This is an optimization exercise on Yosys and OpenROAD, whose aim is small area, a short achievable clock period and few clock cycles per item, not a production implementation. Function was checked by simulation only, so behaviour that the tests miss may differ from the original. Power figures rest on the tool's default switching activity, not on a simulated workload.

<file path="flow/design.v">
package lenet_pkg;
    localparam int data_w      = 8;
    localparam int img_size    = 8;
    localparam int fc_in       = 16;
    localparam int num_labels  = 10;
    localparam int num_graphs  = 4;
    localparam int graph_w     = $clog2(num_graphs);
    localparam int img_words   = img_size * img_size;
    localparam int num_macs    = num_labels / 2;
    localparam int frac_bits   = 4;
    localparam int acc_w       = 2 * data_w + $clog2(fc_in);
    localparam int sat_max     = 2 ** (data_w - 1) - 1;
    localparam int addr_w        = 8;
    localparam int bias_base     = 0;
    localparam int weight_base   = num_labels;
    localparam int input_depth   = num_graphs * img_words;
    localparam int weight_depth  = weight_base + num_labels * fc_in;
    localparam int num_groups    = num_graphs + 3;
endpackage
`timescale 1ns/1ps
import lenet_pkg::*;
module byte_ram
#(
    parameter int depth = 64
)
(
    input  logic                         clk,
    input  logic                         we,
    input  logic [7:0]                   addr_lo,
    input  logic [7:0]                   addr_hi,
    input  logic [data_w-1:0]            wdata,
    output logic [depth-1:0][data_w-1:0] mem
);
    for (genvar a = 0; a < depth; a++)
    begin : g_byte
        always_ff @(posedge clk)
            if (we && addr_lo[a % 8] && addr_hi[a / 8])
                mem[a] <= wdata;
    end
endmodule
`timescale 1ns/1ps
import lenet_pkg::*;
module bank_switch
(
    input  logic                              clk,
    input  logic                              load_we,
    input  logic                              load_bank,
    input  logic [addr_w-1:0]                 load_addr,
    input  logic [data_w-1:0]                 load_data,
    output logic [num_groups-1:0]             grp_we,
    output logic [num_groups-1:0][data_w-1:0] grp_data,
    output logic [7:0]                        addr_lo,
    output logic [7:0]                        addr_hi
);
    logic [num_groups-1:0] hit;
    always_comb
    begin
        for (int g = 0; g < num_groups; g++)
            hit[g] = load_we && (load_bank == (g >= num_graphs))
                  && (load_addr[7:6] == 2'(g % num_graphs));
    end
    always_ff @(posedge clk)
    begin
        grp_we  <= hit;
        addr_lo <= 8'(1) << load_addr[2:0];
        addr_hi <= 8'(1) << load_addr[5:3];
        for (int g = 0; g < num_groups; g++)
            if (hit[g])
                grp_data[g] <= load_data;
    end
endmodule
`timescale 1ns/1ps
import lenet_pkg::*;
module layer_sequencer
(
    input  logic               clk,
    input  logic               rst,
    input  logic               start,
    input  logic [graph_w-1:0] graph,
    input  logic               load_we,
    input  logic               load_bank,
    input  logic [addr_w-1:0]  load_addr,
    output logic               stream_v,
    output logic [graph_w-1:0] rd_g,
    output logic [5:0]         rd_cnt,
    output logic               rd_v,
    output logic [5:0]         rd_k,
    output logic               rd_load,
    output logic               done
);
    typedef enum logic [1:0] {st_idle, st_replay, st_wait, st_done} state_t;
    state_t             state;
    logic [2:0]         wait_cnt;
    logic               trk_act, trk_done;
    logic [graph_w-1:0] trk_g;
    logic [5:0]         trk_exp;
    logic               is_img, s_first, s_next, s_last, fast_ok, go;
    logic               replay_end;
    assign is_img   = load_we && !load_bank;
    assign s_first  = is_img && (load_addr[5:0] == 6'd0);
    assign s_next   = is_img && trk_act && (load_addr == {trk_g, trk_exp});
    assign s_last   = s_next && (load_addr[5:0] == 6'd63);
    assign stream_v = s_first || s_next;
    assign fast_ok  = (graph == trk_g) && trk_done;
    assign go       = (state == st_idle) && start;
    assign rd_load  = go;
    assign replay_end = (state == st_replay) && (rd_cnt == 6'd63);
    always_ff @(posedge clk)
    begin
        if (rst)
        begin
            trk_act  <= 1'b0;
            trk_done <= 1'b0;
        end
        else if (go && !fast_ok)
        begin
            trk_act  <= 1'b0;
            trk_done <= 1'b0;
        end
        else if (replay_end)
        begin
            trk_done <= 1'b1;
            trk_g    <= rd_g;
        end
        else if (load_we)
        begin
            if (s_first)
            begin
                trk_act  <= 1'b1;
                trk_done <= 1'b0;
                trk_g    <= load_addr[7:6];
                trk_exp  <= 6'd1;
            end
            else if (s_next)
            begin
                trk_exp <= trk_exp + 6'd1;
                if (s_last)
                begin
                    trk_act  <= 1'b0;
                    trk_done <= 1'b1;
                end
            end
            else
            begin
                trk_act  <= 1'b0;
                trk_done <= 1'b0;
            end
        end
    end
    always_ff @(posedge clk)
    begin
        if (rst)
        begin
            state <= st_idle;
            done  <= 1'b0;
            rd_v  <= 1'b0;
        end
        else
        begin
            rd_v <= 1'b0;
            case (state)
                st_idle:
                    if (start)
                    begin
                        rd_g   <= graph;
                        rd_cnt <= 6'd0;
                        if (fast_ok)
                        begin
                            state    <= st_wait;
                            wait_cnt <= 3'd3;
                        end
                        else
                            state <= st_replay;
                    end
                st_replay:
                begin
                    rd_v   <= 1'b1;
                    rd_k   <= rd_cnt;
                    rd_cnt <= rd_cnt + 6'd1;
                    if (rd_cnt == 6'd63)
                    begin
                        state    <= st_wait;
                        wait_cnt <= 3'd5;
                    end
                end
                st_wait:
                begin
                    if (wait_cnt == 3'd0)
                    begin
                        state <= st_done;
                        done  <= 1'b1;
                    end
                    else
                        wait_cnt <= wait_cnt - 3'd1;
                end
                default:
                    if (!start)
                    begin
                        state <= st_idle;
                        done  <= 1'b0;
                    end
            endcase
        end
    end
endmodule
`timescale 1ns/1ps
import lenet_pkg::*;
module max_pool
(
    input  logic              clk,
    input  logic              in_v,
    input  logic [5:0]        in_k,
    input  logic [data_w-1:0] in_px,
    output logic [data_w-1:0] pooled,
    output logic [data_w:0]   pooled_neg,
    output logic [3:0]        pooled_idx,
    output logic              pooled_v
);
    logic signed [data_w-1:0] prev;
    logic signed [data_w-1:0] line [4];
    logic signed [data_w-1:0] x, d, pair_max, win_max;
    logic signed [data_w:0]   x_neg, prev_neg, d_neg, win_neg;
    logic                     x_ge_p, x_ge_d, p_ge_d;
    logic                     pair_end, win_end;
    assign x        = $signed(in_px);
    assign d        = line[3];
    assign x_ge_p   = (x >= prev);
    assign x_ge_d   = (x >= d);
    assign p_ge_d   = (prev >= d);
    assign pair_max = x_ge_p ? x : prev;
    assign pair_end = in_v && in_k[0];
    assign win_end  = pair_end && in_k[3];
    assign x_neg = -{x[data_w-1], x};
    always_comb
    begin
        if (x_ge_p && x_ge_d)
        begin
            win_max = x;
            win_neg = x_neg;
        end
        else if (!x_ge_p && p_ge_d)
        begin
            win_max = prev;
            win_neg = prev_neg;
        end
        else
        begin
            win_max = d;
            win_neg = d_neg;
        end
    end
    always_ff @(posedge clk)
    begin
        if (in_v)
        begin
            prev     <= x;
            prev_neg <= x_neg;
        end
        if (pair_end)
        begin
            line[0] <= pair_max;
            line[1] <= line[0];
            line[2] <= line[1];
            line[3] <= line[2];
            d_neg   <= -{line[2][data_w-1], line[2]};
        end
        if (win_end)
        begin
            pooled     <= win_max;
            pooled_neg <= win_neg;
            pooled_idx <= {in_k[5:4], in_k[2:1]};
        end
        pooled_v <= win_end;
    end
endmodule
`timescale 1ns/1ps
import lenet_pkg::*;
module fc_layer
(
    input  logic                     clk,
    input  logic [data_w-1:0]        x,         
    input  logic [data_w:0]          nx,        
    input  logic [3*data_w/2-1:0]    digits,    
    input  logic                     init,      
    input  logic                     add,       
    input  logic [data_w-1:0]        bias_lo,
    input  logic [data_w-1:0]        bias_hi,
    output logic [data_w-1:0]        score_lo,
    output logic [data_w-1:0]        score_hi
);
    localparam int pp_w   = data_w + 2;
    localparam int half_w = data_w + 4;
    logic signed [pp_w-1:0]   pp [data_w/2];
    logic signed [pp_w-1:0]   xp, xn;
    logic signed [half_w-1:0] half_a, half_b;
    assign xp = {{2{x[data_w-1]}}, x};
    assign xn = {nx[data_w], nx};
    always_comb
    begin
        for (int j = 0; j < data_w / 2; j++)
        begin
            logic neg, two, one;
            {neg, two, one} = digits[3*j +: 3];
            pp[j] = '0;
            if (one)
                pp[j] = neg ? xn : xp;
            else if (two)
                pp[j] = neg ? (xn <<< 1) : (xp <<< 1);
        end
    end
    assign half_a = half_w'(pp[0]) + (half_w'(pp[1]) <<< 2);
    assign half_b = half_w'(pp[2]) + (half_w'(pp[3]) <<< 2);
    logic signed [half_w-1:0] a_q, b_q;
    always_ff @(posedge clk)
    begin
        a_q <= half_a;
        b_q <= half_b;
    end
    localparam int prod_w = 2 * data_w;
    logic signed [prod_w-1:0] p_q;
    always_ff @(posedge clk)
        p_q <= prod_w'(a_q) + (prod_w'(b_q) <<< 4);
    logic signed [acc_w-1:0] acc_a, acc_b, sum;
    assign sum = acc_b + acc_w'(p_q);
    always_ff @(posedge clk)
    begin
        if (init)
        begin
            acc_a <= acc_w'($signed({bias_hi, 4'b0}));
            acc_b <= acc_w'($signed({bias_lo, 4'b0}));
        end
        else if (add)
        begin
            acc_a <= sum;
            acc_b <= acc_a;
        end
    end
    logic [data_w-1:0] clamp_lo, clamp_hi;
    result_gather u_clamp_lo (.acc(acc_b), .score(clamp_lo));
    result_gather u_clamp_hi (.acc(acc_a), .score(clamp_hi));
    always_ff @(posedge clk)
    begin
        score_lo <= clamp_lo;
        score_hi <= clamp_hi;
    end
endmodule
`timescale 1ns/1ps
import lenet_pkg::*;
module result_gather
(
    input  logic signed [acc_w-1:0] acc,
    output logic [data_w-1:0]       score
);
    always_comb
    begin
        if (acc[acc_w-1])
            score = '0;
        else if (|acc[acc_w-2:frac_bits+data_w-1])
            score = data_w'(sat_max);
        else
            score = acc[frac_bits+data_w-1:frac_bits];
    end
endmodule
`timescale 1ns/1ps
import lenet_pkg::*;
module lenet_top
(
    input  logic               clk,
    input  logic               rst,
    input  logic               start,
    input  logic [graph_w-1:0] graph,
    input  logic               load_we,
    input  logic               load_bank,
    input  logic [addr_w-1:0]  load_addr,
    input  logic [data_w-1:0]  load_data,
    output logic [num_labels*data_w-1:0] result,
    output logic               done
);
    logic [num_groups-1:0]             grp_we;
    logic [num_groups-1:0][data_w-1:0] grp_data;
    logic [7:0]                        addr_lo, addr_hi;
    bank_switch u_load (
        .clk(clk), .load_we(load_we), .load_bank(load_bank),
        .load_addr(load_addr), .load_data(load_data),
        .grp_we(grp_we), .grp_data(grp_data), .addr_lo(addr_lo), .addr_hi(addr_hi)
    );
    logic [input_depth-1:0][data_w-1:0]  img;
    logic [weight_depth-1:0][data_w-1:0] wt;
    logic [num_groups*64-1:0][data_w-1:0] gmem;
    for (genvar g = 0; g < num_groups; g++)
    begin : g_ram
        byte_ram #(.depth(g < num_groups - 1 ? 64 : weight_depth - 128)) u_ram (
            .clk(clk), .we(grp_we[g]), .addr_lo(addr_lo), .addr_hi(addr_hi),
            .wdata(grp_data[g]),
            .mem(gmem[64*g +: (g < num_groups - 1 ? 64 : weight_depth - 128)])
        );
    end
    assign img = gmem[0 +: input_depth];
    assign wt  = gmem[input_depth +: weight_depth];
    logic               stream_v, rd_v;
    logic [graph_w-1:0] rd_g;
    logic [5:0]         rd_cnt, rd_k;
    logic               rd_load;
    layer_sequencer u_sequencer (
        .clk(clk), .rst(rst), .start(start), .graph(graph),
        .load_we(load_we), .load_bank(load_bank), .load_addr(load_addr),
        .stream_v(stream_v), .rd_g(rd_g), .rd_cnt(rd_cnt),
        .rd_v(rd_v), .rd_k(rd_k), .rd_load(rd_load), .done(done)
    );
    logic [data_w-1:0]       rd_px;
    logic [1:0][data_w-1:0]  rd_half;
    logic [15:0]             rd_col, rd_row;
    logic [15:0][data_w-1:0] rd_part;
    logic [1:0][data_w-1:0]  rd_sel;
    always_comb
    begin
        for (int b = 0; b < 16; b++)
        begin
            rd_part[b] = '0;
            for (int a = 0; a < 16; a++)
                rd_part[b] = rd_part[b] | (img[16 * b + a] & {data_w{rd_col[a]}});
        end
        rd_sel = '0;
        for (int b = 0; b < 16; b++)
            rd_sel[b / 8] = rd_sel[b / 8] | (rd_part[b] & {data_w{rd_row[b]}});
    end
    always_ff @(posedge clk)
    begin
        rd_half <= rd_sel;
        if (rd_load)
        begin
            rd_col <= 16'd1;
            rd_row <= 16'(1) << {graph, 2'b00};
        end
        else
        begin
            rd_col <= {rd_col[14:0], rd_col[15]};
            if (rd_col[15])
                rd_row <= {rd_row[14:0], rd_row[15]};
        end
    end
    logic              feed_v;
    logic [5:0]        feed_k;
    logic [data_w-1:0] feed_px;
    assign feed_v  = stream_v || rd_v;
    assign feed_k  = rd_v ? rd_k : load_addr[5:0];
    assign rd_px   = rd_half[0] | rd_half[1];
    assign feed_px = rd_v ? rd_px : load_data;
    logic [data_w-1:0] pooled;
    logic [data_w:0]   pooled_neg;
    logic [3:0]        pooled_idx;
    logic              pooled_v;
    max_pool u_max_pool (
        .clk(clk), .in_v(feed_v), .in_k(feed_k), .in_px(feed_px),
        .pooled(pooled), .pooled_neg(pooled_neg), .pooled_idx(pooled_idx), .pooled_v(pooled_v)
    );
    logic                               win_end;
    logic [2*fc_in-1:0]                 wsel;
    logic [num_macs-1:0][data_w-1:0]    w_sel;
    logic [num_macs-1:0][3*data_w/2-1:0] digits;
    logic                               hi_phase, add, init;
    logic                               pv1, pv2;
    assign win_end = feed_v && feed_k[0] && feed_k[3];
    always_ff @(posedge clk)
    begin
        if (feed_v && feed_k == 6'd0)
            wsel <= (2*fc_in)'(1);
        else if (win_end || hi_phase)
            wsel <= {wsel[2*fc_in-2:0], wsel[2*fc_in-1]};
        hi_phase <= win_end;
    end
    always_comb
    begin
        for (int j = 0; j < num_macs; j++)
        begin
            w_sel[j] = '0;
            for (int i = 0; i < fc_in; i++)
                w_sel[j] = w_sel[j]
                         | (wt[weight_base + fc_in * j + i] & {data_w{wsel[2*i]}})
                         | (wt[weight_base + fc_in * (j + num_macs) + i] & {data_w{wsel[2*i+1]}});
        end
    end
    always_ff @(posedge clk)
    begin
        for (int j = 0; j < num_macs; j++)
        begin
            for (int d = 0; d < data_w / 2; d++)
            begin
                logic b2, b1, b0;
                b2 = w_sel[j][2*d+1];
                b1 = w_sel[j][2*d];
                b0 = (d == 0) ? 1'b0 : w_sel[j][2*d-1];
                digits[j][3*d+2] <= b2 && !(b1 && b0);
                digits[j][3*d+1] <= (b2 && !b1 && !b0) || (!b2 && b1 && b0);
                digits[j][3*d]   <= b1 ^ b0;
            end
        end
        pv1  <= pooled_v;
        pv2  <= pv1;
        add  <= pv1 || pv2;
        init <= feed_v && feed_k == 6'd8;
    end
    for (genvar j = 0; j < num_macs; j++)
    begin : g_mac
        fc_layer u_fc (
            .clk(clk), .x(pooled), .nx(pooled_neg), .digits(digits[j]),
            .init(init), .add(add),
            .bias_lo(wt[bias_base + j]), .bias_hi(wt[bias_base + j + num_macs]),
            .score_lo(result[data_w*j +: data_w]),
            .score_hi(result[data_w*(j+num_macs) +: data_w])
        );
    end
endmodule
</file>
<file path="flow/run.sh">
#!/bin/bash
# synth_recipe.tcl (not shown) runs the flow's synth.tcl, then flattens the netlist and writes it again
# the make line also repeats each setting of config.mk as NAME=value (left out here)
make -C /OpenROAD-flow-scripts/flow DESIGN_CONFIG=/design/flow/config.mk WORK_HOME=/design/flow/orfs CLKGATE_MAP_FILE= SYNTH_SCRIPT=/design/flow/synth_recipe.tcl finish
</file>
<file path="flow/config.mk">
export PLATFORM = sky130hd
export DESIGN_NAME = lenet_top
export DESIGN_NICKNAME = lenet_top
export VERILOG_FILES = /design/flow/design.v
export SDC_FILE = /design/flow/constraint.sdc
export NUM_CORES = 4
export LEC_CHECK = 0
export CAP_MARGIN = 20
export CORE_MARGIN = 2
export CORE_UTILIZATION = 40
export CTS_CLUSTER_DIAMETER = 100
export CTS_CLUSTER_SIZE = 20
export SETUP_SLACK_MARGIN = 4.5
export SLEW_MARGIN = 20
</file>
<file path="flow/constraint.sdc">
create_clock -name core_clock -period 7.0 [get_ports {clk}]
set_input_delay 1.4000 -clock core_clock [delete_from_list [all_inputs] [get_ports {clk}]]
set_output_delay 1.4000 -clock core_clock [all_outputs]
set_load 0.01 [all_outputs]
</file>
==> flow_summary.ini, run 1 <==
[layout]
final_common_cell = edfxtp_1
multi_input_area_um2 = 42900
nets = 11000
synthToLayoutAreaGrowth_pct = 13.8
drive_gt1_frac = 0.168
fin_area_um2 = 187000
final_cell_mix = edfxtp_1 (3737), a22oi_1 (662), a22o_1 (552)
nFillCells = 35100
area.sequential_um2 = 122000

[timing]
grt_setup_unrepaired = true
setup_viol = 0
post-route-min-period_ns = 2.94
slew_headroom = 0.223
fmax_ghz = 0.340
fin_ws_ns = 4.06
hold_ws_ns = 0.330
tns_ns = 0
drv_slew = 0
clock_skew_ns = 0.120
hold_violations = 0
tightest_slew_ns = 1.17
layout_worst_path_cycle_share = 0.420

[synth]
ys_seq_area_frac = 0.740
synth_async_sr_flop_share = 0
synth_area_leaders = edfxtp_1 (68%), dfxtp_1 (5.8%), a22oi_1 (3.2%)
ys_ff_latch = 4215
ys_types = 99
syn-cell-area_um2 = 165000
synth_top_area_frac = 0.682
synth_area_leader_cell = edfxtp_1
synth_enable_flop_cells = 3737
syn_inst = 10400
syn_area_per_cell_um2 = 15.8
synth_ff_type = edfxtp_1
ys_warn_count = 10

[placed_design]
pre_cts_slack_ns = 1.76
placed_cell_area_um2 = 171000
hpwl_mm = 293
place_congestion = 0.866
port_buffers = 103

[floorplanning]
io_pins = 104
die_w_um = 646
dieHeight_um = 646
start_util = 0.402
dieArea_um2 = 417000
core_um2 = 410000
placementRows = 235

[worst_setup_path]
crit_family = flip-flops
required_ns = 5.60
slowest_stage = dfxtp_4
crit_arrival_ns = 1.54
max_stage_delay_ns = 0.42
endpoint_kind = output port
crit_path_max_fanout = 2
critPathBufInv = 1
startpoint_type = flip-flop
critical_path_class = reg2out
crit_chain = buf_6

[routing]
num_vias = 104000
firstDrtPassIters = 8
viasPerCell = 6.36
wl_per_cell_um = 33.2
routed_wirelength_mm = 541
drt-initial-drc-count = 15800
ant_nets = 0
drc = 0

[global_routing]
grt_pass1_vias = 98700
track_usage = 0.244
antenna_found_initial = 48
grt_max_degree = 71
grt_first_pass_wirelength_mm = 740
grt_overflow = 0

[clock_tree]
cts_tree = built
clkTransAtPathRegs_ns = 0.09
clockBufferDepth = 4
cts_root_buffer = clkbuf_16
htreeDepth = 4
cts_made_buffers = 235
cts_hold_buf = 0
cts.sinks = 4215
clock_latency_ns = 1.03

[job]
drv_cap = 0

[power_and_ir_drop]
power_density_nw_per_um2 = 296
power_mw = 55.5
irDropWorstVdd_v = 0.000242
power_leakage_nw = 62.2

[status]
outcome = no timing/DRC/antenna violations

[hold_path]
hold_path_class = reg2reg
state kept, by name, summed over array words and instances (netlist names), 40 cells and up:
signal / cells
g_mac.u_fc.a_q: 60
g_mac.u_fc.acc_a: 100
g_mac.u_fc.score_hi: 40
u_load.grp_data: 56
g_mac.u_fc.score_lo: 40
g_mac.u_fc.b_q: 60
g_mac.u_fc.p_q: 80
g_mac.u_fc.acc_b: 100
digits: 60
g_ram.u_ram.mem: 3408
path summary, 6_finish.rpt:
path | cells past startpoint | slack, ns | from | endpoint
worst min-delay path | 0 | 0.33 | g_mac[1].u_fc.a_q[0] | g_mac[1].u_fc.p_q[0]
worst max register to register | 15 | 4.11 | u_max_pool.pooled[1] | g_mac[4].u_fc.a_q[10]
worst max-delay path | 1 | 4.06 | u_sequencer.done | done
worst min register to register | 0 | 0.33 | g_mac[1].u_fc.a_q[0] | g_mac[1].u_fc.p_q[0]
synthesized netlist by cell type (41+ instances only):
cell	instances
a21oi_1	216
a22o_1	553
edfxtp_1	3737
mux2_2	78
o22ai_1	57
clkbuf_8	50
mux2i_1	151
dfxtp_1	478
a22oi_1	706
nor4_1	44
nand3_1	76
xor2_1	97
nand4_1	310
nor2_1	367
buf_1	80
and2_1	58
and3_1	443
nor2b_1	43
o21ai_0	264
o21a_1	42
nand2b_1	41
a221oi_1	514
clkbuf_1	490
nand2_1	257
nor3_1	119
a21o_1	95
xnor2_1	116
ha_1	274
inv_1	144
metal layers:
metal,track usage,wire [um],up-vias
met2,0.382,244000,7225
met3,0.0570,69800,1110
met5,0,144,-
met4,0.0810,21300,12
li1,-,-,42500
met1,0.337,206000,52900
per-stage QoR:
step / utilization / cells
after global routing: 0.457 / 16300
after detailed placement: 0.418 / 15500
after CTS: 0.447 / 16100
after global placement: 0.418 / 15500
final: 0.457 / 16300
after floorplan: - / 10400
what timing repair did:
item | CTS | global route
endpoints found under the setup margin | 2040 | 466
pin swaps | 198 | 251
gates cloned | 25 | 30
buffers inserted | 216 | 127
gates resized for setup | 1014 | 475
endpoints found under the hold margin | 0 | 0
area by class of cell:
class / count / share of cell area
Inverter: 154 / 0.00315
Clock buffer: 379 / 0.0349
Timing Repair Buffer: 691 / 0.0434
Tap cell: 5451 / 0.0364
Antenna cell: 41 / 0.000548
Sequential cell: 4215 / 0.652
Multi-Input combinational cell: 5361 / 0.229
Clock inverter: 15 / 0.000955
logic make-up after synthesis:
kind of cell | synth area share
mux | 0.0148
compound gates | 0.123
simple gates | 0.0647
flops | 0.740
xor+xnor | 0.0115
fa+ha+maj | 0.0233
buf+inv | 0.0234
other cells | 0.0000228
worst reg2reg max path: stages, from the launching register on:
cell and delay, ns:
edfxtp_1 0.39, buf_6 0.16, buf_6 0.14, buf_16 0.15, buf_6 0.12, mux2i_4 0.16
o21ai_2 0.07, ha_2 0.19, fa_2 0.40, a21oi_2 0.13, nor2_1 0.06, nor2_1 0.17
o21bai_1 0.13, a21oi_2 0.20, o21ai_2 0.08, xor2_1 0.15
power by group:
part,internal [mW],switching (mW),leakage [nW]
Sequential,28.1,1.06,37.6
Clock,6.44,8.13,3.22
Combinational,4.77,6.94,21.3
Testbench counts, summed over its fixed seeds: cycles 13,440, inferences 192.
==> run 2, diff against run 1 <==
--- a/flow/config.mk
+++ b/flow/config.mk
@@ -11,4 +11,4 @@
 export CTS_CLUSTER_DIAMETER = 100
 export CTS_CLUSTER_SIZE = 20
-export SETUP_SLACK_MARGIN = 4.5
+export SETUP_SLACK_MARGIN = 4.7
 export SLEW_MARGIN = 20
==> run 2 against run 1 <==
Net effect:
- clock skew down 0.032 ns
- wire length up 2.4%
- fmax up 2.7%
- register-to-register slack better by 0.08 ns
- clock power about the same
- global-route usage up 0.55 points
- sequential share of layout area down 0.94 points
- combinational power up 8%
- critical endpoint unchanged
- largest cell class unchanged
==> flow_summary.ini, run 2 <==
[status]
outcome = no timing/DRC/antenna violations

[floorplanning]
start_util = 0.402
dieHeight_um = 646
dieArea_um2 = 417000
core_um2 = 410000
die_w_um = 646
io_pins = 104
placementRows = 235

[power_and_ir_drop]
p_comb_frac = 0.224
power_density_nw_per_um2 = 297
power_leakage_nw = 63.1
p_switching_mw = 16.6
seqPwrFrac = 0.518
netSwitchingFraction = 0.294
p_int_mw = 39.8
irDropWorstVdd_v = 0.000253
power_mw = 56.4
clkPwrFrac = 0.258

[routing]
num_vias = 105000
drt-initial-drc-count = 16300
firstDrtPassIters = 9
ant_nets = 0
wl_per_cell_um = 33.8
viasPerCell = 6.38
routed_wirelength_mm = 554
drc = 0

[layout]
drive_gt1_frac = 0.197
layoutNonFillerInstCount = 16400
final_common_cell = edfxtp_1
utilization = 0.464
synthToLayoutAreaGrowth_pct = 15.5
reg.largest.list = g_ram.u_ram.mem (3408), g_mac.u_fc.acc_a (100), g_mac.u_fc.acc_b (100)
fin_area_um2 = 190000
top_register = g_ram.u_ram.mem
largest_register_ffs = 3408
final_cell_mix = edfxtp_1 (3737), a22oi_1 (655), a22o_1 (553)
nets = 11100

[worst_setup_path]
max_stage_delay_ns = 0.39
startpoint_type = flip-flop
crit_start = u_sequencer.done
critPathBufInv = 1
crit_family = flip-flops
required_ns = 5.60
slowest_stage = dfxtp_4
rr_startpoint = u_sequencer.rd_v
crit_chain = buf_6
critical_path_class = reg2out
crit_arrival_ns = 1.46
crit_path_max_fanout = 2
endpoint_kind = output port

[clock_tree]
cts_tree = built
cts_made_buffers = 235
cts.sinks = 4215
cts_hold_buf = 0
cts_root_buffer = clkbuf_16
htreeDepth = 4
clockBufferDepth = 4
clkTransAtPathRegs_ns = 0.09
clock_latency_ns = 1.01

[placed_design]
hpwl_mm = 289
dp.cells = 15500
pre_cts_slack_ns = 1.22
place_congestion = 0.866
port_buffers = 103
placed_cell_area_um2 = 172000

[synth]
synth_enable_flop_cells = 3737
ys_ff_latch = 4215
synth_top_area_frac = 0.682
ys_top_cells_by_count = edfxtp_1 (3737), a22oi_1 (706), a22o_1 (553)
ys_seq_area_frac = 0.740
yosysMostFrequentCell = edfxtp_1
syn_area_per_cell_um2 = 15.8
synth_ff_type = edfxtp_1
ys_warn_count = 10
synth_async_sr_flop_share = 0
ys_types = 99
syn_inst = 10400
synth_area_leader_cell = edfxtp_1
syn-cell-area_um2 = 165000
synth_area_leaders = edfxtp_1 (68%), dfxtp_1 (5.8%), a22oi_1 (3.2%)

[timing]
fin_ws_ns = 4.14
tns_ns = 0
clock_skew_ns = 0.0885
hold_violations = 0
slew_headroom = 0.188
tightest_slew_ns = 1.22
post-route-min-period_ns = 2.86
fmax_ghz = 0.349
grt_setup_unrepaired = true
setup_viol = 0
layout_worst_path_cycle_share = 0.409
drv_slew = 0
hold_ws_ns = 0.326

[global_routing]
grt_max_degree = 78
grt_first_pass_wirelength_mm = 751
grt_pass1_vias = 98800
grt_overflow = 0
antenna_found_initial = 56
track_usage = 0.250

[hold_path]
min_from = g_mac[0].u_fc.a_q[0]
hold_path_class = reg2reg

[job]
drv_cap = 0
==> run 2: cell counts after synthesis <==
Identical to the previous run, type by type.
==> run 2: area by class of cell <==
| cell class | instances | area, um^2 |
|---|---|---|
| fill | 34600 | 220000 |
| timing repair buffer | 771 | 9380 |
| tap | 5451 | 6820 |
| clock inverter | 18 | 244 |
| sequential | 4215 | 122000 |
| inverter | 154 | 591 |
| clock buffer | 379 | 6460 |
| multi-input combinational | 5361 | 44400 |
| antenna | 44 | 110 |
| timing repair inverter | 1 | 5.00 |
==> run 2: logic make-up (layout without fill, tap and decap cells) <==
kind of cell,Yosys count,count (layout),synth area share
DFF,4215,4215,0.740
AOI/OAI and AO/OA,2667,2667,0.123
and+or+nand+nor,1940,1942,0.0647
buffers and inverters,830,1323,0.0234
adders and majority gates,294,294,0.0233
muxes,233,233,0.0148
xor gates and xnor gates,215,215,0.0115
other,1,54,0.0000228
==> run 2: path summary, 6_finish.rpt <==
kind	to	slack (ns)	depth (start not counted)
max	done	4.14	1
min	g_mac[0].u_fc.p_q[0]	0.33	0
max reg2reg	u_max_pool.pooled_neg[5]	4.19	10
min reg2reg	g_mac[0].u_fc.p_q[0]	0.33	0
==> run 2: layer usage <==
metal,part of all wire,track usage,up-vias
li1,-,-,42700
met3,0.13,0.0551,1249
met5,0.00024,0,-
met1,0.38,0.343,53200
met2,0.45,0.387,7413
met4,0.047,0.0980,22
==> run 2: power by group through the flow <==
stage | Sequential, mW | Clock [mW] | Combinational, mW
2_1_floorplan | 29.1 | 0 | 6.30
3_3_place_gp | 29.7 | 0 | 8.79
3_5_place_dp | 29.8 | 0 | 8.92
4_1_cts | 29.1 | 14.6 | 11.3
5_1_grt | 29.3 | 15.5 | 13.2
6_report | 29.2 | 14.6 | 12.6
==> run 2: what timing repair did <==
| action | 4_1_cts | 5_1_grt |
|---|---|---|
| pin swaps | 304 | 281 |
| buffers inserted | 286 | 137 |
| gates resized for setup | 1272 | 504 |
| endpoints found under the setup margin | 3029 | 697 |
| gates cloned | 45 | 23 |
==> run 3, diff against run 2 <==
--- a/flow/design.v
+++ b/flow/design.v
@@ -359,5 +359,5 @@
             score = data_w'(sat_max);
         else
-            score = acc[frac_bits+data_w-1:frac_bits];
+            score = {1'b0, acc[frac_bits+data_w-2:frac_bits]};
     end
 endmodule
--- a/flow/config.mk
+++ b/flow/config.mk
@@ -11,4 +11,4 @@
 export CTS_CLUSTER_DIAMETER = 100
 export CTS_CLUSTER_SIZE = 20
-export SETUP_SLACK_MARGIN = 4.7
+export SETUP_SLACK_MARGIN = 4.3
 export SLEW_MARGIN = 20
==> run 3 against run 2 <==
Net effect:
- register-to-register slack lost 0.17 ns
- die area shrank 0.72%
- critical path depth increased by 14
- power fell by 1.7%
- highest routed layer unchanged
- sequential share of layout area grew 2.7 points
- worst setup slack lost 0.12 ns
- count of clock-buffer cells in the layout fell by 19
- cell area is 4.3% lower
- clock power is essentially flat
- cell count decreased by 2.3%
- global-route usage shrank 1.1 points
- utilization down 1.6 points
==> flow_summary.ini, run 3 <==
[worst_setup_path]
slowest_stage = or4_4
rr_startpoint = u_max_pool.pooled[1]
required_ns = 7.88
startpoint_type = flip-flop
crit_arrival_ns = 3.86
crit_path_frequent_cell = buf_6
crit_start = u_max_pool.pooled[1]
endpoint_kind = flip-flop
rrSetupSlack_ns = 4.02
r2r_cells = 15
crit_path_max_fanout = 14
critical_path_class = reg2reg
max_stage_delay_ns = 0.42
timing.rr.end = g_mac[4].u_fc.a_q[9]
crit_chain = buf_6, buf_12, mux2_4, nand2_4, o21ai_4, ha_1, a21o_1, a21oi_2, o21ai_2, or4_4, buf_4, buf_6, buf_6, nand3_2, xnor2_2

[synth]
syn_inst = 10300
synth_top_area_frac = 0.686
yosysMostFrequentCell = edfxtp_1
synth_area_leaders = edfxtp_1 (69%), dfxtp_1 (5.7%), a22oi_1 (3.4%)
ys_seq_area_frac = 0.744
synth_enable_flop_cells = 3737
synth_async_sr_flop_share = 0
ys_types = 73
synth_area_leader_cell = edfxtp_1
ys_top_cells_by_count = edfxtp_1 (3737), a22oi_1 (750), a22o_1 (528)
ys_warn_count = 10
ys_ff_latch = 4205
synth_ff_type = edfxtp_1
syn-cell-area_um2 = 163000
syn_area_per_cell_um2 = 15.8

[timing]
layout_worst_path_cycle_share = 0.426
setup_viol = 0
grt_setup_unrepaired = true
fin_ws_ns = 4.02
post-route-min-period_ns = 2.98
drv_slew = 0
tns_ns = 0
tightest_slew_ns = 1.21
fmax_ghz = 0.336
slew_headroom = 0.195
clock_skew_ns = 0.0847
hold_violations = 0

[layout]
drive_gt1_frac = 0.128
reg.largest.list = g_ram.u_ram.mem (3408), g_mac.u_fc.acc_a (100), g_mac.u_fc.acc_b (100)
nFillCells = 34900
final_cell_mix = edfxtp_1 (3737), a22oi_1 (724), a22o_1 (526)
multi_input_area_um2 = 40700
synthToLayoutAreaGrowth_pct = 11.4
top_register = g_ram.u_ram.mem
area.sequential_um2 = 122000
final_common_cell = edfxtp_1
largest_register_ffs = 3408
nets = 10700

[routing]
wl_per_cell_um = 32.3
num_vias = 101000
drc = 0
viasPerCell = 6.31
drt-initial-drc-count = 15400
routed_wirelength_mm = 517
ant_nets = 0
firstDrtPassIters = 7

[power_and_ir_drop]
power_leakage_nw = 60.5
irDropWorstVdd_v = 0.000266
power_density_nw_per_um2 = 305

[global_routing]
antenna_found_initial = 54
track_usage = 0.239
grt_pass1_vias = 97100
grt_max_degree = 89
grt_overflow = 0
grt_first_pass_wirelength_mm = 720

[floorplanning]
core_um2 = 407000
start_util = 0.402
dieArea_um2 = 414000
io_pins = 104
dieHeight_um = 643
die_w_um = 643
placementRows = 234

[clock_tree]
cts_made_buffers = 236
clock_latency_ns = 1.01
clockBufferDepth = 4
cts_hold_buf = 0
htreeDepth = 4
cts.sinks = 4205
cts_tree = built
clkTransAtPathRegs_ns = 0.09
cts_root_buffer = clkbuf_16

[placed_design]
place_congestion = 0.862
port_buffers = 93
hpwl_mm = 290
pre_cts_slack_ns = 1.76

[hold_path]
min_from = g_mac[0].u_fc.a_q[1]
min_path_cells = 0
hold_end = g_mac[0].u_fc.p_q[1]
hold_path_class = reg2reg

[job]
drv_cap = 0

[status]
outcome = no timing/DRC/antenna violations
## run 3: cell count changes after synthesis, sizes merged, moves of 15 or more
cell / change
clkbuf: -103
nand2b: +25
o21ai: +35
o21bai: -26
xnor2: +26
a22oi: +44
buf: +114
nor3: +17
inv: -24
nor4: -18
xor2: +20
nor2: -24
a22o: -25
o31ai: -15
## run 3: cell families (layout without fill, tap and decap cells)
logic type / count (synthesis) / count (layout) / share of synthesized area
AND/OR/NAND/NOR: 1891 / 1893 / 0.0624
adder cells (fa/ha/maj): 294 / 294 / 0.0234
XOR/XNOR: 261 / 261 / 0.0140
other: 1 / 51 / 0.0000229
flip-flops: 4205 / 4205 / 0.744
multiplexers: 230 / 230 / 0.0148
buffers and inverters: 816 / 1027 / 0.0204
AO/OA/AOI/OAI: 2632 / 2633 / 0.121
## run 3: cell type report
type / count / share of cell area
Antenna cell: 41 / 0.000564
Sequential cell: 4205 / 0.669
Timing Repair inverter: 1 / 0.0000275
Clock inverter: 19 / 0.00182
Clock buffer: 360 / 0.0356
Multi-Input combinational cell: 5321 / 0.224
Timing Repair Buffer: 518 / 0.0291
Inverter: 129 / 0.00268
Tap cell: 5428 / 0.0373
## run 3: worst max path at each step
stage | endpoint | slack [ns] | cells after the start
floorplan | u_max_pool.pooled[1] | 3.37 | 6
global placement | u_max_pool.pooled_neg[2] | 1.75 | 10
detailed placement | u_max_pool.pooled_neg[2] | 1.76 | 10
CTS | g_mac[4].u_fc.a_q[11] | 4.08 | 13
global route | u_max_pool.pooled_neg[4] | 3.93 | 12
finish | g_mac[4].u_fc.a_q[9] | 4.02 | 15
## run 3: metal layers
| metal | share of wire | global-route usage | up-vias |
|---|---|---|---|
| met3 | 0.12 | 0.0483 | 1088 |
| met2 | 0.46 | 0.378 | 6600 |
| met4 | 0.042 | 0.0850 | 8 |
| met5 | 0.00012 | 0 | - |
| met1 | 0.39 | 0.327 | 51600 |
| li1 | - | - | 41800 |
## run 3: report_power, final
part | switching [mW] | internal (mW) | total (mW) | leakage, nW
Sequential | 1.18 | 28.2 | 29.4 | 37.6
Clock | 8.11 | 6.49 | 14.6 | 3.26
Combinational | 6.89 | 4.58 | 11.5 | 19.6
## run 3: timing repair
item                                    in CTS  in global routing
resized for setup                          693                239
endpoints found under the setup margin     310                317
pin swaps                                  126                151
cloned                                      17                  8
setup buffers                              135                 70
## run 3: worst max-delay path: cells and delay by family, from the launching register on
family                   cells  cell delay, ns
AO/OA/AOI/OAI                4            0.53
XOR/XNOR                     1            0.11
adder cells (fa/ha/maj)      1            0.33
buffers and inverters        5            0.67
flip-flops                   1            0.39
multiplexers                 1            0.30
AND/OR/NAND/NOR              3            0.57
## run 3: metrics by stage
stage | std cells | hold slack [ns] | power, mW | cell area [um^2] | utilization
2_1_floorplan | 10300 | 0.310 | 36.2 | 164000 | -
3_3_place_gp | 15400 | 0.314 | 39.5 | 170000 | 0.419
4_1_cts | 15900 | 0.328 | 54.8 | 180000 | 0.443
6_report | 16000 | 0.323 | 55.5 | 182000 | 0.448
5_1_grt | 16000 | 0.323 | 57.2 | 182000 | 0.448
3_5_place_dp | 15400 | 0.312 | 39.7 | 170000 | 0.419
Testbench counts of run 3, summed over its fixed seeds: cycles 13,440, inferences 192.
==> run 4, diff against run 3 <==
--- a/flow/config.mk
+++ b/flow/config.mk
@@ -11,4 +11,4 @@
 export CTS_CLUSTER_DIAMETER = 100
 export CTS_CLUSTER_SIZE = 20
-export SETUP_SLACK_MARGIN = 4.3
+export SETUP_SLACK_MARGIN = 4.2
 export SLEW_MARGIN = 20
==> run 4 against run 3 <==
Net effect:
- largest cell class unchanged
- via count about the same
- critical path type unchanged
- power down 0.57%
- still clean on timing, DRC and antenna
- synthesized area unchanged
- critical endpoint is now g_mac[4].u_fc.b_q[11]
- global-route usage down 0.072 points
- first-iteration DRC count down 3.3%
- sequential share of layout area up 0.43 points
==> flow_summary.ini, run 4 <==
[synth]
ys_top_cells_by_count = edfxtp_1 (3737), a22oi_1 (750), a22o_1 (528)
synth_top_area_frac = 0.686
ys_seq_area_frac = 0.744
synth_async_sr_flop_share = 0
synth_area_leader_cell = edfxtp_1
syn_inst = 10300
ys_warn_count = 10
synth_enable_flop_cells = 3737
syn-cell-area_um2 = 163000
syn_area_per_cell_um2 = 15.8
yosysMostFrequentCell = edfxtp_1
ys_ff_latch = 4205
synth_ff_type = edfxtp_1
ys_types = 73
synth_area_leaders = edfxtp_1 (69%), dfxtp_1 (5.7%), a22oi_1 (3.4%)

[placed_design]
port_buffers = 93
hpwl_mm = 291
dp.cells = 15400
pre_cts_slack_ns = 1.74
placed_cell_area_um2 = 170000
place_congestion = 0.875

[worst_setup_path]
endpoint_kind = flip-flop
crit_chain = buf_12, buf_12, mux2_2, nand2_1, o21ai_0, ha_1, a21oi_2, o21ai_2, or4_4, a31o_4, a21oi_2, xnor2_1
required_ns = 7.84
crit_start = u_max_pool.pooled[2]
rr_startpoint = u_max_pool.pooled[2]
crit_arrival_ns = 3.87
max_stage_delay_ns = 0.55
crit_path_max_fanout = 10
startpoint_type = flip-flop
slowest_stage = or4_4
critical_path_class = reg2reg

[timing]
drv_slew = 0
fmax_ghz = 0.330
grt_setup_unrepaired = true
tns_ns = 0
setup_viol = 0
layout_worst_path_cycle_share = 0.433
clock_skew_ns = 0.117
fin_ws_ns = 3.97
hold_violations = 0
hold_ws_ns = 0.322
tightest_slew_ns = 1.23
slew_headroom = 0.180
post-route-min-period_ns = 3.03

[power_and_ir_drop]
power_mw = 55.1
power_leakage_nw = 60.0
irDropWorstVdd_v = 0.000255
power_density_nw_per_um2 = 305

[global_routing]
grt_max_degree = 77
grt_first_pass_wirelength_mm = 718
grt_pass1_vias = 96500
antenna_found_initial = 45
grt_overflow = 0
track_usage = 0.238

[routing]
viasPerCell = 6.31
drc = 0
num_vias = 101000
firstDrtPassIters = 8
routed_wirelength_mm = 517
wl_per_cell_um = 32.3
ant_nets = 0
drt-initial-drc-count = 14900

[floorplanning]
die_w_um = 643
start_util = 0.402
placementRows = 234
dieHeight_um = 643
core_um2 = 407000
dieArea_um2 = 414000
io_pins = 104

[clock_tree]
clockBufferDepth = 4
clkTransAtPathRegs_ns = 0.09
clock_latency_ns = 1.02
htreeDepth = 4
cts_root_buffer = clkbuf_16
cts.sinks = 4205
cts_made_buffers = 234
cts_tree = built

[layout]
nets = 10700
multi_input_area_um2 = 40000
final_common_cell = edfxtp_1
drive_gt1_frac = 0.114
area.sequential_um2 = 122000
utilization = 0.445
layoutNonFillerInstCount = 16000
reg.largest.list = g_ram.u_ram.mem (3408), g_mac.u_fc.acc_a (100), g_mac.u_fc.acc_b (100)
fin_area_um2 = 181000
largest_register_ffs = 3408
final_cell_mix = edfxtp_1 (3737), a22oi_1 (729), a22o_1 (526)
nFillCells = 35100
synthToLayoutAreaGrowth_pct = 10.7
top_register = g_ram.u_ram.mem

[hold_path]
hold_path_class = reg2reg
min_from = g_mac[2].u_fc.a_q[2]

[job]
drv_cap = 0

[status]
outcome = no timing/DRC/antenna violations
-- run 4: cell counts after synthesis --
No cell type changed its count.
-- run 4: cell type report --
cell class / count / share of cell area
timing repair buffer: 468 / 0.0267
clock buffer: 408 / 0.0363
multi-input combinational: 5321 / 0.221
inverter: 129 / 0.00276
timing repair inverter: 1 / 0.0000277
sequential: 4205 / 0.674
clock inverter: 17 / 0.00125
tap: 5428 / 0.0375
antenna: 37 / 0.000512
-- run 4: worst max-delay path, delay by kind of cell, from the launching register on --
kind                       cells  cell delay (ns)
DFF                            1             0.42
and+or+nand+nor                2             0.61
adders and majority gates      1             0.36
buffers and inverters          2             0.34
muxes                          1             0.28
xor gates and xnor gates       1             0.13
AOI/OAI and AO/OA              5             0.78
-- run 4: power by group --
part | total, mW | switching [mW] | leakage, nW | internal, mW
clock | 14.5 | 8.11 | 3.23 | 6.42
sequential | 29.4 | 1.20 | 37.6 | 28.2
combinational | 11.2 | 6.80 | 19.2 | 4.42
-- run 4: cells by family (layout without fill, tap and decap cells) --
family,count (synthesis),after routing,share of synthesized area
other cells,1,47,0.0000229
fa+ha+maj,294,294,0.0234
buf+inv,816,1023,0.0204
mux,230,230,0.0148
flops,4205,4205,0.744
compound gates,2632,2633,0.121
xor+xnor,261,261,0.0140
simple gates,1891,1893,0.0624
-- run 4: final timing paths --
path,cells past startpoint,slack [ns],end
worst min-delay path,0,0.32,g_mac[2].u_fc.p_q[2]
worst min register to register,0,0.32,g_mac[2].u_fc.p_q[2]
worst max register to register,12,3.97,g_mac[4].u_fc.b_q[11]
worst max-delay path,12,3.97,g_mac[4].u_fc.b_q[11]
-- run 4: per-layer routing --
metal,up-vias,global-route usage,routed length [um]
met4,8,0.0799,20000
met2,6662,0.377,235000
met1,51800,0.326,201000
li1,41700,-,-
met3,1018,0.0502,60500
met5,-,0,41
-- run 4: repair_timing --
action                                  in CTS  in global routing
pin swaps                                   70                121
endpoints found under the setup margin     286                251
gates resized for setup                    581                213
hold buffers                                 0                  0
setup buffers                              106                 58
cloned                                      11                  6
==> run 5, diff against run 4 <==
--- a/flow/design.v
+++ b/flow/design.v
@@ -168,5 +168,5 @@
                         begin
                             state    <= st_wait;
-                            wait_cnt <= 3'd3;
+                            wait_cnt <= 3'd2;
                         end
                         else
@@ -181,5 +181,5 @@
                     begin
                         state    <= st_wait;
-                        wait_cnt <= 3'd5;
+                        wait_cnt <= 3'd4;
                     end
                 end
@@ -317,10 +317,11 @@
         b_q <= half_b;
     end
-    localparam int prod_w = 2 * data_w;
-    logic signed [prod_w-1:0] p_q;
-    always_ff @(posedge clk)
-        p_q <= prod_w'(a_q) + (prod_w'(b_q) <<< 4);
     logic signed [acc_w-1:0] acc_a, acc_b, sum;
-    assign sum = acc_b + acc_w'(p_q);
+    logic [acc_w-1:0] op_a, op_b, cs_s, cs_c;
+    assign op_a = acc_w'(a_q);
+    assign op_b = acc_w'(b_q) <<< 4;
+    assign cs_s = acc_b ^ op_a ^ op_b;
+    assign cs_c = ((acc_b & op_a) | (acc_b & op_b) | (op_a & op_b)) << 1;
+    assign sum  = cs_s + cs_c;
     always_ff @(posedge clk)
     begin
@@ -460,5 +461,5 @@
     logic [num_macs-1:0][3*data_w/2-1:0] digits;
     logic                               hi_phase, add, init;
-    logic                               pv1, pv2;
+    logic                               pv1;
     assign win_end = feed_v && feed_k[0] && feed_k[3];
     always_ff @(posedge clk)
@@ -497,6 +498,5 @@
         end
         pv1  <= pooled_v;
-        pv2  <= pv1;
-        add  <= pv1 || pv2;
+        add  <= pooled_v || pv1;
         init <= feed_v && feed_k == 6'd8;
     end
--- a/flow/config.mk
+++ b/flow/config.mk
@@ -11,4 +11,4 @@
 export CTS_CLUSTER_DIAMETER = 100
 export CTS_CLUSTER_SIZE = 20
-export SETUP_SLACK_MARGIN = 4.2
+export SETUP_SLACK_MARGIN = 4.3
 export SLEW_MARGIN = 20
==> run 5 against run 4 <==
Net effect:
- sequential power grew 2%
- cell count is 1.6% lower
- wire length rose by 0.75%
- synthesized area fell by 1.0%
- critical path depth shrank 4
- via count down 0.53%
- power rose by 20%
- sequential share of layout area down 1.0 points
- non-clock buffer count up 72
- largest cell class unchanged
==> flow_summary.ini, run 5 <==
[status]
outcome = no timing/DRC/antenna violations

[routing]
wl_met1_mm = 197
viasPerCell = 6.38
firstDrtPassIters = 6
routed_wirelength_mm = 521
maxUsedRoutingLayer = met5
num_vias = 101000
met2_length_mm = 242
wl_per_cell_um = 33.1
ant_nets = 0
wl_met3_mm = 60.6
drt-initial-drc-count = 14400
drc = 0

[timing]
clock_skew_ns = 0.110
tightest_slew_ns = 1.19
setup_viol = 0
grt_setup_unrepaired = true
slew_headroom = 0.204
drv_slew = 0
fmax_ghz = 0.329
hold_violations = 0
layout_worst_path_cycle_share = 0.434
tns_ns = 0
hold_ws_ns = 0.428
post-route-min-period_ns = 3.04

[synth]
synth_area_leaders = edfxtp_1 (69%), dfxtp_1 (4.8%), a22oi_1 (3.3%)
synth_xor_area_frac = 0.0102
ys_seq_area_frac = 0.742
yosys.area_share.simple = 0.0633
ys_top_cells_by_count = edfxtp_1 (3737), a22oi_1 (713), clkbuf_1 (594)
yosysMostFrequentCell = edfxtp_1
ys_ff_latch = 4124
synth_async_sr_flop_share = 0
synth_top_family_by_area = compound AO/OA/AOI/OAI gates
syn_area_per_cell_um2 = 16.0
synth_ff_type = edfxtp_1
synth_compound_area_frac = 0.124
syn_inst = 10100
synth_mux_area_frac = 0.0125
ys_types = 93
synth_area_leader_cell = edfxtp_1
ys_warn_count = 10
synth_adder_area_share = 0.0292
syn-cell-area_um2 = 162000
synth_top_area_frac = 0.694
synth_enable_flop_cells = 3737

[power_and_ir_drop]
power_leakage_nw = 59.3
power_density_nw_per_um2 = 363
power_mw = 65.9
irDropWorstVdd_v = 0.000250

[worst_setup_path]
crit_arrival_ns = 3.89
slowest_stage = fa_2
startpoint_type = flip-flop
required_ns = 7.85
critical_path_class = reg2reg
endpoint_kind = flip-flop
crit_chain = fa_2, ha_4, a21o_1, a221o_1, a311oi_2, a31oi_1, or4b_1, nand3_1
crit_family = compound AO/OA/AOI/OAI gates
crit_path_max_fanout = 2
max_stage_delay_ns = 0.59
critPathBufInv = 0

[placed_design]
place_congestion = 0.888
hpwl_mm = 294
port_buffers = 93

[global_routing]
grt_pass1_vias = 95500
track_usage = 0.243
grt_max_degree = 93
grt_overflow = 0
grt_first_pass_wirelength_mm = 720
antenna_found_initial = 49

[layout]
nFillCells = 34500
final_common_cell = edfxtp_1
largest_register_ffs = 3408
final_cell_mix = edfxtp_1 (3737), a22oi_1 (681), a22o_1 (543)
nets = 10500
top_register = g_ram.u_ram.mem
synthToLayoutAreaGrowth_pct = 12.0
drive_gt1_frac = 0.143
utilization = 0.450
reg.largest.list = g_ram.u_ram.mem (3408), g_mac.u_fc.acc_a (100), g_mac.u_fc.acc_b (100)

[floorplanning]
die_w_um = 640
dieArea_um2 = 410000
start_util = 0.402
placementRows = 233
dieHeight_um = 640
core_um2 = 403000
io_pins = 104

[clock_tree]
clock_latency_ns = 1.05
cts_root_buffer = clkbuf_16
clkTransAtPathRegs_ns = 0.09
cts.sinks = 4124
htreeDepth = 4
clockBufferDepth = 4
cts_tree = built
cts_made_buffers = 232

[hold_path]
hold_path_class = reg2reg

[job]
drv_cap = 0
run 5: cell types whose count changed after synthesis, sizes merged, moves of 37 or more:
| cell | change |
|---|---|
| clkbuf | +156 |
| o21ai | -122 |
| buf | -119 |
| dfxtp | -81 |
| fa | +70 |
| nand2 | -57 |
| xor2 | -57 |
| a21oi | -48 |
| inv | -47 |
| mux2 | -46 |
| nand2b | -41 |
| ha | -40 |
| a22oi | -37 |
run 5: cell type report:
class | instances | area [um^2] | area share
Tap cell | 5405 | 6760 | 0.0373
Timing Repair inverter | 1 | 5.00 | 0.0000276
Clock buffer | 352 | 6320 | 0.0349
Inverter | 92 | 353 | 0.00195
Antenna cell | 35 | 87.6 | 0.000483
Sequential cell | 4124 | 120000 | 0.663
Timing Repair Buffer | 540 | 5260 | 0.0290
Multi-Input combinational cell | 5190 | 41900 | 0.231
Clock inverter | 19 | 284 | 0.00157
run 5: routing by layer:
layer | global-route usage | vias to the layer above
li1 | - | 41100
met1 | 0.329 | 51600
met2 | 0.391 | 6784
met3 | 0.0457 | 1078
met4 | 0.0885 | 4
met5 | 0 | -
run 5: cells by family (layout without fill, tap and decap cells):
| logic type | count (synthesis) | after routing |
|---|---|---|
| other cells | 1 | 45 |
| mux | 197 | 197 |
| fa+ha+maj | 324 | 324 |
| flops | 4124 | 4124 |
| buf+inv | 816 | 1004 |
| xor+xnor | 188 | 188 |
| simple gates | 1886 | 1890 |
| compound gates | 2580 | 2581 |
run 5: path summary, 6_finish.rpt:
check | from | to | slack (ns) | cells after the start
max | g_mac[2].u_fc.acc_b[11] | g_mac[2].u_fc.acc_a[18] | 3.96 | 8
min | wsel[11] | wsel[12] | 0.43 | 1
max reg2reg | g_mac[2].u_fc.acc_b[11] | g_mac[2].u_fc.acc_a[18] | 3.96 | 8
min reg2reg | wsel[11] | wsel[12] | 0.43 | 1
run 5: where the power goes:
part | switching (mW) | internal (mW)
clock | 8.00 | 6.27
combinational | 12.7 | 9.04
sequential | 2.06 | 27.8
total | 22.7 | 43.1
run 5: through the flow:
step / setup WS, ns / cell area, um^2 / std cells
finish: 3.96 / 181000 / 15800
global route: 3.92 / 181000 / 15700
CTS: 4.01 / 179000 / 15600
detailed placement: 1.92 / 169000 / 15100
global placement: 1.86 / 169000 / 15100
floorplan: 3.63 / 162000 / 10100
run 5: timing repair:
| item | 4_1_cts | 5_1_grt |
|---|---|---|
| resized for setup | 758 | 316 |
| pin swaps | 190 | 222 |
| hold buffers | 0 | 0 |
| gates cloned | 10 | 10 |
| buffers inserted | 147 | 99 |
| setup endpoints to repair | 651 | 316 |
run 5: worst reg2reg max path, cell delays in order (launching register included):
cell and delay (ns):
edfxtp_1 0.46, fa_2 0.60, ha_4 0.21, a21o_1 0.18, a221o_1 0.33, a311oi_2 0.30, a31oi_1 0.15, or4b_1 0.52
nand3_1 0.11
Testbench counts of run 5, summed over its fixed seeds: cycles 13,248, inferences 192.
==> run 6, diff against run 5 <==
--- a/flow/config.mk
+++ b/flow/config.mk
@@ -11,4 +11,5 @@
 export CTS_CLUSTER_DIAMETER = 100
 export CTS_CLUSTER_SIZE = 20
+export PLACE_DENSITY = 0.75
 export SETUP_SLACK_MARGIN = 4.3
 export SLEW_MARGIN = 20
==> run 6 against run 5 <==
Net effect:
- die area is the same
- sequential share of layout area grew 0.14 points
- via count grew 0.74%
- count of clock-buffer cells in the layout grew 4
- clock skew grew 0.0046 ns
- sequential power is essentially flat
- global-route usage shrank 1.8 points
- cell count shrank 0.23%
- synthesized cell count is the same
==> flow_summary.ini, run 6 <==
[status]
outcome = no timing/DRC/antenna violations

[floorplanning]
placementRows = 233
die_w_um = 640
io_pins = 104
core_um2 = 403000
start_util = 0.402
dieHeight_um = 640
dieArea_um2 = 410000

[worst_setup_path]
crit_chain = fa_1, ha_4, and3_4, a221oi_4, o32ai_4, a2111oi_4, o21ai_1, a32o_1
slowest_stage = fa_1
endpoint_kind = flip-flop
crit_path_max_fanout = 5
r2r_cells = 8
critical_path_class = reg2reg
crit_arrival_ns = 3.66
required_ns = 7.74
max_stage_delay_ns = 0.58
startpoint_type = flip-flop

[synth]
synth_enable_flop_cells = 3737
ys_types = 93
yosys.area_share.simple = 0.0633
synth_xor_area_frac = 0.0102
syn_area_per_cell_um2 = 16.0
synth_adder_area_share = 0.0292
synth_mux_area_frac = 0.0125
synth_top_area_frac = 0.694
synth_async_sr_flop_share = 0
ys_top_cells_by_count = edfxtp_1 (3737), a22oi_1 (713), clkbuf_1 (594)
synth_area_leaders = edfxtp_1 (69%), dfxtp_1 (4.8%), a22oi_1 (3.3%)
ys_seq_area_frac = 0.742
ys_ff_latch = 4124
ys_warn_count = 10
syn_inst = 10100
synth_compound_area_frac = 0.124
synth_top_family_by_area = compound AO/OA/AOI/OAI gates
yosysMostFrequentCell = edfxtp_1
synth_area_leader_cell = edfxtp_1
syn-cell-area_um2 = 162000
synth_ff_type = edfxtp_1

[hold_path]
hold_path_class = reg2reg
min_path_cells = 0

[layout]
layoutNonFillerInstCount = 15700
largest_register_ffs = 3408
final_common_cell = edfxtp_1
area.sequential_um2 = 120000
final_cell_mix = edfxtp_1 (3737), a22oi_1 (687), a22o_1 (543)
synthToLayoutAreaGrowth_pct = 11.8
multi_input_area_um2 = 41700
drive_gt1_frac = 0.136
nets = 10500
top_register = g_ram.u_ram.mem
nFillCells = 33700
reg.largest.list = g_ram.u_ram.mem (3408), g_mac.u_fc.acc_a (100), g_mac.u_fc.acc_b (100)

[clock_tree]
cts_tree = built
clkTransAtPathRegs_ns = 0.08
clock_latency_ns = 1.02
cts.sinks = 4124
cts_made_buffers = 230
htreeDepth = 4
cts_hold_buf = 0
cts_root_buffer = clkbuf_16
clockBufferDepth = 4

[timing]
fmax_ghz = 0.343
clock_skew_ns = 0.115
tightest_slew_ns = 1.24
tns_ns = 0
grt_setup_unrepaired = true
layout_worst_path_cycle_share = 0.417
setup_viol = 0
slew_headroom = 0.171
post-route-min-period_ns = 2.92
hold_violations = 0
drv_slew = 0

[routing]
routed_wirelength_mm = 492
num_vias = 101000
firstDrtPassIters = 8
drt-initial-drc-count = 17400
drc = 0
ant_nets = 0
viasPerCell = 6.44
wl_per_cell_um = 31.3

[placed_design]
hpwl_mm = 270
place_congestion = 0.878
port_buffers = 93
dp.cells = 15100

[job]
drv_cap = 0

[global_routing]
grt_first_pass_wirelength_mm = 678
grt_max_degree = 97
antenna_found_initial = 37
grt_pass1_vias = 95500
track_usage = 0.225
grt_overflow = 0

[power_and_ir_drop]
power_leakage_nw = 59.1
irDropWorstVdd_v = 0.000266
power_density_nw_per_um2 = 362
[run 6: cell counts after synthesis]
Identical to the previous run, type by type.
[run 6: timing repair]
item,in CTS,in global routing
setup endpoints to repair,503,240
pin swaps,137,222
setup buffers,98,121
resized for setup,705,336
gates cloned,15,11
[run 6: layout make-up]
cell class,instances,share of cell area
diodes,33,0.000457
inverters,92,0.00199
well taps,5405,0.0374
repair inverters,1,0.0000277
clock buffers,356,0.0348
multi-input cells,5190,0.231
clock inverters,15,0.00134
flip-flops and latches,4124,0.665
repair buffers,506,0.0287
[run 6: report_power, final]
group	internal (mW)	total, mW	leakage, nW	switching [mW]
registers	27.8	29.7	36.9	1.90
logic	9.10	21.8	19.1	12.7
clock network	6.22	14.0	3.12	7.83
total	43.1	65.5	59.1	22.4
[run 6: cells by family (layout without fill, tap and decap cells)]
| logic type | Yosys count | in the layout |
|---|---|---|
| adders and majority gates | 324 | 324 |
| muxes | 197 | 197 |
| and+or+nand+nor | 1886 | 1890 |
| buffers and inverters | 816 | 970 |
| DFF | 4124 | 4124 |
| xor gates and xnor gates | 188 | 188 |
| other | 1 | 43 |
| AOI/OAI and AO/OA | 2580 | 2581 |
[run 6: worst paths after layout]
check / endpoint / slack, ns / start
min reg2reg: u_max_pool.line[2][3] / 0.42 / u_max_pool.line[1][3]
max: g_mac[2].u_fc.acc_a[19] / 4.08 / g_mac[2].u_fc.acc_b[8]
min: u_max_pool.line[2][3] / 0.42 / u_max_pool.line[1][3]
max reg2reg: g_mac[2].u_fc.acc_a[19] / 4.08 / g_mac[2].u_fc.acc_b[8]
[run 6: worst max-delay path, delay by kind of cell (launching register included)]
| kind | cells | cell delay [ns] |
|---|---|---|
| adders and majority gates | 2 | 0.81 |
| DFF | 1 | 0.50 |
| AOI/OAI and AO/OA | 5 | 1.18 |
| and+or+nand+nor | 1 | 0.19 |
[run 6: stage by stage]
| stage | util | setup WS, ns | area (um^2) | hold slack (ns) | total power, mW |
|---|---|---|---|---|---|
| 2_1_floorplan | - | 3.63 | 162000 | 0.371 | 41.2 |
| 5_1_grt | 0.449 | 3.97 | 181000 | 0.437 | 67.5 |
| 3_3_place_gp | 0.419 | 2.05 | 169000 | 0.401 | 46.5 |
| 3_5_place_dp | 0.419 | 2.06 | 169000 | 0.405 | 46.8 |
| 4_1_cts | 0.442 | 4.09 | 178000 | 0.425 | 62.4 |
| 6_report | 0.449 | 4.08 | 181000 | 0.423 | 65.5 |
[run 6: routing by layer]
layer	wire (um)	track usage	up-vias
met5	49	0	-
met2	223000	0.354	8655
met4	26800	0.103	8
met3	74500	0.0609	1547
li1	-	-	41000
met1	168000	0.292	50100
==> run 7, diff against run 6 <==
--- a/flow/config.mk
+++ b/flow/config.mk
@@ -12,4 +12,4 @@
 export CTS_CLUSTER_SIZE = 20
 export PLACE_DENSITY = 0.75
-export SETUP_SLACK_MARGIN = 4.3
+export SETUP_SLACK_MARGIN = 4.4
 export SLEW_MARGIN = 20
==> run 7 against run 6 <==
Net effect:
- still clean
- clock skew decreased by 0.0073 ns
- wire length shrank 2.1%
- non-clock buffer count up 51
- cell area is 0.57% higher
- combinational power is essentially flat
- global-route usage is 0.27 points lower
- hold slack lost 0.00091 ns
- clock power barely moved
- utilization up 0.26 points
- die area stayed put
- worst setup slack lost 0.022 ns
- register-to-register slack got worse by 0.02 ns
- critical endpoint is now g_mac[2].u_fc.acc_a[18]
- largest power group unchanged
==> flow_summary.ini, run 7 <==
[placed_design]
port_buffers = 93
pre_cts_slack_ns = 2.17
place_congestion = 0.901
hpwl_mm = 272

[timing]
setup_viol = 0
post-route-min-period_ns = 2.94
slew_headroom = 0.171
hold_violations = 0
fin_ws_ns = 4.06
drv_slew = 0
fmax_ghz = 0.340
tns_ns = 0
clock_skew_ns = 0.107
layout_worst_path_cycle_share = 0.420
tightest_slew_ns = 1.24
grt_setup_unrepaired = true

[layout]
drive_gt1_frac = 0.147
final_cell_mix = edfxtp_1 (3737), a22oi_1 (684), a22o_1 (543)
reg.largest.list = g_ram.u_ram.mem (3408), g_mac.u_fc.acc_a (100), g_mac.u_fc.acc_b (100)
nFillCells = 33500
top_register = g_ram.u_ram.mem
nets = 10500
final_common_cell = edfxtp_1
largest_register_ffs = 3408
synthToLayoutAreaGrowth_pct = 12.4

[routing]
drc = 0
drt-initial-drc-count = 16200
wl_per_cell_um = 30.5
routed_wirelength_mm = 482
num_vias = 101000
firstDrtPassIters = 9
ant_nets = 0
viasPerCell = 6.41

[synth]
synth_ff_type = edfxtp_1
ys_types = 93
ys_warn_count = 10
syn_area_per_cell_um2 = 16.0
synth_area_leaders = edfxtp_1 (69%), dfxtp_1 (4.8%), a22oi_1 (3.3%)
ys_top_cells_by_count = edfxtp_1 (3737), a22oi_1 (713), clkbuf_1 (594)
syn-cell-area_um2 = 162000
yosysMostFrequentCell = edfxtp_1
synth_top_area_frac = 0.694
ys_ff_latch = 4124
synth_enable_flop_cells = 3737
syn_inst = 10100
synth_area_leader_cell = edfxtp_1
synth_async_sr_flop_share = 0
ys_seq_area_frac = 0.742

[global_routing]
antenna_found_initial = 43
grt_max_degree = 161
grt_first_pass_wirelength_mm = 673
grt_pass1_vias = 94800
track_usage = 0.223
grt_overflow = 0

[clock_tree]
cts_root_buffer = clkbuf_16
cts_tree = built
cts.sinks = 4124
htreeDepth = 4
clock_latency_ns = 1.01
clkTransAtPathRegs_ns = 0.09
clockBufferDepth = 4
cts_made_buffers = 231

[hold_path]
hold_path_class = reg2reg

[worst_setup_path]
required_ns = 7.78
endpoint_kind = flip-flop
startpoint_type = flip-flop
crit_arrival_ns = 3.72
crit_path_max_fanout = 3
critical_path_class = reg2reg

[status]
outcome = no timing/DRC/antenna violations

[floorplanning]
io_pins = 104
dieArea_um2 = 410000
die_w_um = 640
placementRows = 233
start_util = 0.402
dieHeight_um = 640
core_um2 = 403000

[power_and_ir_drop]
irDropWorstVdd_v = 0.000287
power_mw = 65.9
power_density_nw_per_um2 = 362
power_leakage_nw = 59.5

[job]
drv_cap = 0
==> run 7: cell type report <==
class,count,area [um^2],area share
Sequential cell,4124,120000,0.661
Multi-Input combinational cell,5187,42200,0.232
Tap cell,5405,6760,0.0372
Clock buffer,370,6340,0.0349
Timing Repair Buffer,557,5520,0.0304
Clock inverter,19,369,0.00203
Inverter,92,362,0.00199
Antenna cell,36,90.1,0.000495
Timing Repair inverter,1,5.00,0.0000275
==> run 7: path summary, 6_finish.rpt <==
path / start / to / slack [ns] / cells after the start
setup / recovery: g_mac[2].u_fc.acc_b[13] / g_mac[2].u_fc.acc_a[18] / 4.06 / 8
hold / removal: u_max_pool.line[1][5] / u_max_pool.line[2][5] / 0.42 / 0
setup reg to reg: g_mac[2].u_fc.acc_b[13] / g_mac[2].u_fc.acc_a[18] / 4.06 / 8
hold reg to reg: u_max_pool.line[1][5] / u_max_pool.line[2][5] / 0.42 / 0
==> run 7: metrics by stage <==
stage / area [um^2] / utilization / hold WS [ns] / instances
final: 182000 / 0.452 / 0.423 / 15800
after global routing: 182000 / 0.452 / 0.434 / 15800
after CTS: 179000 / 0.445 / 0.421 / 15700
after detailed placement: 169000 / 0.420 / 0.405 / 15100
after global placement: 169000 / 0.420 / 0.405 / 15100
after floorplan: 163000 / - / 0.371 / 10100
==> run 7: logic make-up after synthesis <==
family,after synthesis,share of synthesized area
adders and majority gates,324,0.0292
other,1,0.0000232
xor gates and xnor gates,188,0.0102
muxes,197,0.0125
DFF,4124,0.742
buffers and inverters,816,0.0196
and+or+nand+nor,1886,0.0633
AOI/OAI and AO/OA,2580,0.124
==> run 7: power breakdown <==
group,internal (mW),switching (mW),total [mW]
sequential,27.8,1.75,29.6
clock,6.32,7.87,14.2
combinational,9.29,12.8,22.1
total,43.4,22.5,65.9
==> run 7: per-layer routing <==
metal,vias up,part of all wire,track usage,routed length (um)
li1,41200,-,-,-
met1,50300,0.35,0.295,170000
met2,8310,0.45,0.348,217000
met3,1428,0.14,0.0531,68000
met4,10,0.055,0.103,26600
met5,-,0.00015,0,70
==> run 7: timing repair <==
action / 4_1_cts / 5_1_grt
endpoints found under the setup margin: 439 / 326
hold buffers: 0 / 0
buffers inserted: 175 / 90
gates resized for setup: 845 / 346
pin swaps: 246 / 264
gates cloned: 8 / 9
==> run 7: critical path, stage by stage (launching register included) <==
cell and delay, ns:
edfxtp_1 0.44, fa_1 0.62, ha_4 0.23, and3_4 0.17, a221o_1 0.32, a311oi_2 0.24, a31oi_1 0.15, or4b_1 0.53
nand3_1 0.09

-- afterwards: timing with drivers on the ports --
Ports are ideal in the flow. The routed layouts listed here were re-timed in OpenROAD. Step 1 assumes that a clkbuf_16 drives the clock port and a buf_2 every other input. Step 2 times the ports against the registers' clock, not the clock port: input delays grow and output delays shrink by t, the midpoint of the rising clock arrivals with the driver on. Slacks: no drivers / after step 1 / after step 2; pairs: no drivers / after step 1.
run	t (ns)	slack for setup (ns)	hold slack, ns	slew at the worst register clock pin (ns)
run 1	1.091	4.058 / 3.940 / 3.082	0.330 / 0.330 / 0.330	0.10 / 0.10
run 2	1.080	4.136 / 4.025 / 3.056	0.326 / 0.326 / 0.326	0.09 / 0.09
run 3	1.091	4.020 / 4.020 / 2.998	0.323 / 0.323 / 0.323	0.09 / 0.09
run 4	1.069	3.968 / 3.968 / 3.056	0.322 / 0.322 / 0.322	0.09 / 0.09
run 5	1.099	3.964 / 3.964 / 3.199	0.428 / 0.428 / 0.428	0.09 / 0.09
run 6	1.083	4.082 / 4.041 / 3.236	0.423 / 0.423 / 0.423	0.09 / 0.09
run 7	1.072	4.060 / 3.974 / 3.309	0.423 / 0.423 / 0.423	0.10 / 0.10
After both steps every run listed still meets setup and hold. For run 2, which loses most, drivers alone change the setup slack by -0.111 ns; drivers and shift together by -1.080 ns.
